Background: an optimization exercise with open tools, aiming at small area, a short achievable clock period and few clock cycles per item. Do not read the settings as production practice. In this exercise RTL edits were held to simulation tests only and were not proved equivalent to the original.

run 1:
==> flow/design.v (excerpt) <==
module epoch_seconds_to_civil_date_top (
	input  logic                                clk,
	input  logic                                arst_n,
	input  logic                                in_valid,
	output logic                                in_ready,
	input  logic signed [e2cd_pkg::SECS_W-1:0]  unix_seconds,
	output logic                                out_valid,
	input  logic                                out_ready,
	output logic signed [e2cd_pkg::YEAR_W-1:0]  year,
	output logic [e2cd_pkg::MONTH_W-1:0]        month,
	output logic [e2cd_pkg::DOM_W-1:0]          day_of_month,
	output logic [e2cd_pkg::WDAY_W-1:0]         weekday
);
Settings: LEC_CHECK=0, CAP_MARGIN=20, CORE_MARGIN=2, CORE_UTILIZATION=35, SETUP_SLACK_MARGIN=3.6, SLEW_MARGIN=20; clock period 8.5 ns.
run.sh (not shown) runs the stock make flow with config.mk's settings and CLKGATE_MAP_FILE= SYNTH_SCRIPT=/design/flow/synth_recipe.tcl, a recipe that flattens the netlist after the stock synthesis.
Testbench counts of run 1, summed over its fixed seeds: cycles 32,048, items 32,000.
The following lists how run 2 was set up differently from run 1:
- ABC_AREA newly set to 1
- CORE_UTILIZATION changed from 35 to 55
Comparing run 1 against run 2, there is no change at all in count of input and output buffers. In run 2, the area growth from synthesis to layout came out 7.6 points below the value in run 1. Via count of run 2 exceeds that of run 1 by a little under 10%.
Changes in run 3 relative to run 2:
- changing CORE_UTILIZATION from 55 to 45
- changing SETUP_SLACK_MARGIN from 3.6 to 3.0
Notes after the runs:
Both conditions hold for run 3: the flow ran to the end and the final layout passed the timing, design-rule and antenna checks. In run 3, the clock-buffer cell count came out 5 above the value in run 2. Measured against each other, run 2 and run 3 differ in routed wire length, the lower figure coming from run 3. Looking at run 2 and run 3, the clock tree skew after final layout is a wash.
For run 4, these inputs were changed with respect to run 3:
- SETUP_SLACK_MARGIN: 3.0 -> 4.0
--- outcome ---
Comparing run 4 against run 3, there is no change at all in max-slew violation count. Of run 4 and run 3, it is run 4 that has the higher critical path depth. Diff run 3 and run 4: total area of multi-input combinational cells lower in run 3. Run 4: transition time at the pin with the least slew margin is 0.017 ns higher than what run 3 reported. Between run 4 and run 3, it is run 4 whose area growth from synthesis to final layout is higher, by 12 points. Run 4 vs run 3: pre-CTS setup slack up. Run 3 was smaller in final cell area than run 4. Measured against each other, run 3 and run 4 differ in shortest clock period the worst path allows after layout, the lower figure coming from run 4.
## Diff of input files: run 5 against run 4
- swapping 4.0 for 3.0 in SETUP_SLACK_MARGIN
- swapping 45 for 60 in CORE_UTILIZATION
- clearing ABC_AREA, which used to be 1
==> notes.md <==
Routed wire length, run 5 and run 4: larger value in run 4. Global-route usage (higher): run 5. On layout-stage area growth over the synthesis result, the higher figure sits with run 4, not run 5. Run 5: utilization higher than run 4.

========
sierra:
Starting RTL as in the previous note.
clock: 8.5 ns
lec_check: 0
abc_area: 1
cap_margin: 20
core_margin: 2
core_utilization: 35
setup_slack_margin: 3.6
slew_margin: 20
Testbench counts of sierra, summed over its fixed seeds: cycles 32,048, items 32,000.
#### Input delta (xenon over sierra)
Settings: removing ABC_AREA (formerly 1); changing SETUP_SLACK_MARGIN from 3.6 to 3.0; changing CORE_UTILIZATION from 35 to 45.
[xenon vs sierra] multi-input combinational cell count: lower in xenon
No stage failed in xenon, and the final checks on the layout all came back clean.
Summary of xenon over sierra: total via count in the routed design lower, register share of the cell area went up by 1.7 points.
The following lists how ember was set up differently from xenon:
Settings: SETUP_SLACK_MARGIN: 3.0 -> 4.4; ABC_AREA: unset -> 1.
### Flow results
From xenon to ember the numbers moved as follows: final design area excluding fillers went up by 15%, critical path depth increased 11, share of cell area taken by flip-flops and latches -3.3 points.
Changes observed in ember relative to xenon: share of the cycle needed by the critical path after routing fell 6.7 points; final cell count now sits higher.
Final hold slack in ember is 0.0064 ns below xenon.
Area growth from synthesis to layout ended up 11 points higher on ember than on xenon.
Diff xenon and ember: time the worst path needs with I/O delays and setup lower in ember
The following lists how harbor was set up differently from ember:
Settings: SETUP_SLACK_MARGIN: 4.4 -> 3.8.
Results
- harbor: PASS, flow complete, no timing, DRC or antenna violations
- ember has completed all stages; timing, DRC and antenna checks passed.
- Reported for harbor and ember, fraction of registers with async set or reset after synthesis turned out identical to the last digit.
- In harbor, the total wire length after detailed routing came out 3200 um below the value in ember.
- Number of setup violations in the final report delta (harbor -> ember): insignificant
- In the flow results for harbor and ember, the transition time of the tightest slew-check pin is smaller on ember.
- Relative area change from synthesis to final layout: harbor < ember
- The global-route track usage on met3 of harbor is lower than that of ember.
- The standard cells in harbor occupy less silicon area than those in ember do.

==> re-timing with driven ports <==
In the flow no input, the clock included, has a driving cell. The finished layouts below were timed again as built, in two steps. Step 1: set_driving_cell puts a clkbuf_16 on clk and a buf_2 on each other input, an assumption about the parent block. Step 2 also shifts input and output timing later by t, the mid clock arrival at the registers, as if the neighbouring blocks saw the same clock. a / b / c = ideal ports / drivers / drivers and shift; a / b = the first two.
run	t (ns)	setup WS [ns]	hold slack, ns	worst setup path at the end	slew at the worst register clock pin (ns)
run 1	0.638	3.252 / 3.252 / 3.252	0.412 / 0.412 / 0.412	register to register	0.07 / 0.07
run 2	0.651	3.668 / 3.656 / 3.656	0.414 / 0.414 / 0.414	input to output	0.06 / 0.06
run 3	0.631	3.211 / 3.211 / 3.211	0.414 / 0.414 / 0.414	register to register	0.06 / 0.06
run 4	0.641	3.590 / 3.590 / 3.590	0.407 / 0.407 / 0.407	register to register	0.06 / 0.06
run 5	0.623	3.006 / 3.006 / 3.006	0.417 / 0.417 / 0.417	register to register	0.06 / 0.06
sierra	0.634	3.645 / 3.645 / 3.645	0.412 / 0.412 / 0.412	register to register	0.06 / 0.06
xenon	0.637	3.033 / 3.033 / 3.033	0.416 / 0.416 / 0.416	register to register	0.06 / 0.06
ember	0.591	3.606 / 3.606 / 3.606	0.410 / 0.410 / 0.410	register to register	0.06 / 0.06
harbor	0.646	3.679 / 3.679 / 3.679	0.416 / 0.416 / 0.416	register to register	0.07 / 0.07
After both steps setup and hold are still met in every run listed. The setup slack of run 2, which loses most, moves by -0.012 ns with the drivers and by -0.012 ns with both steps.
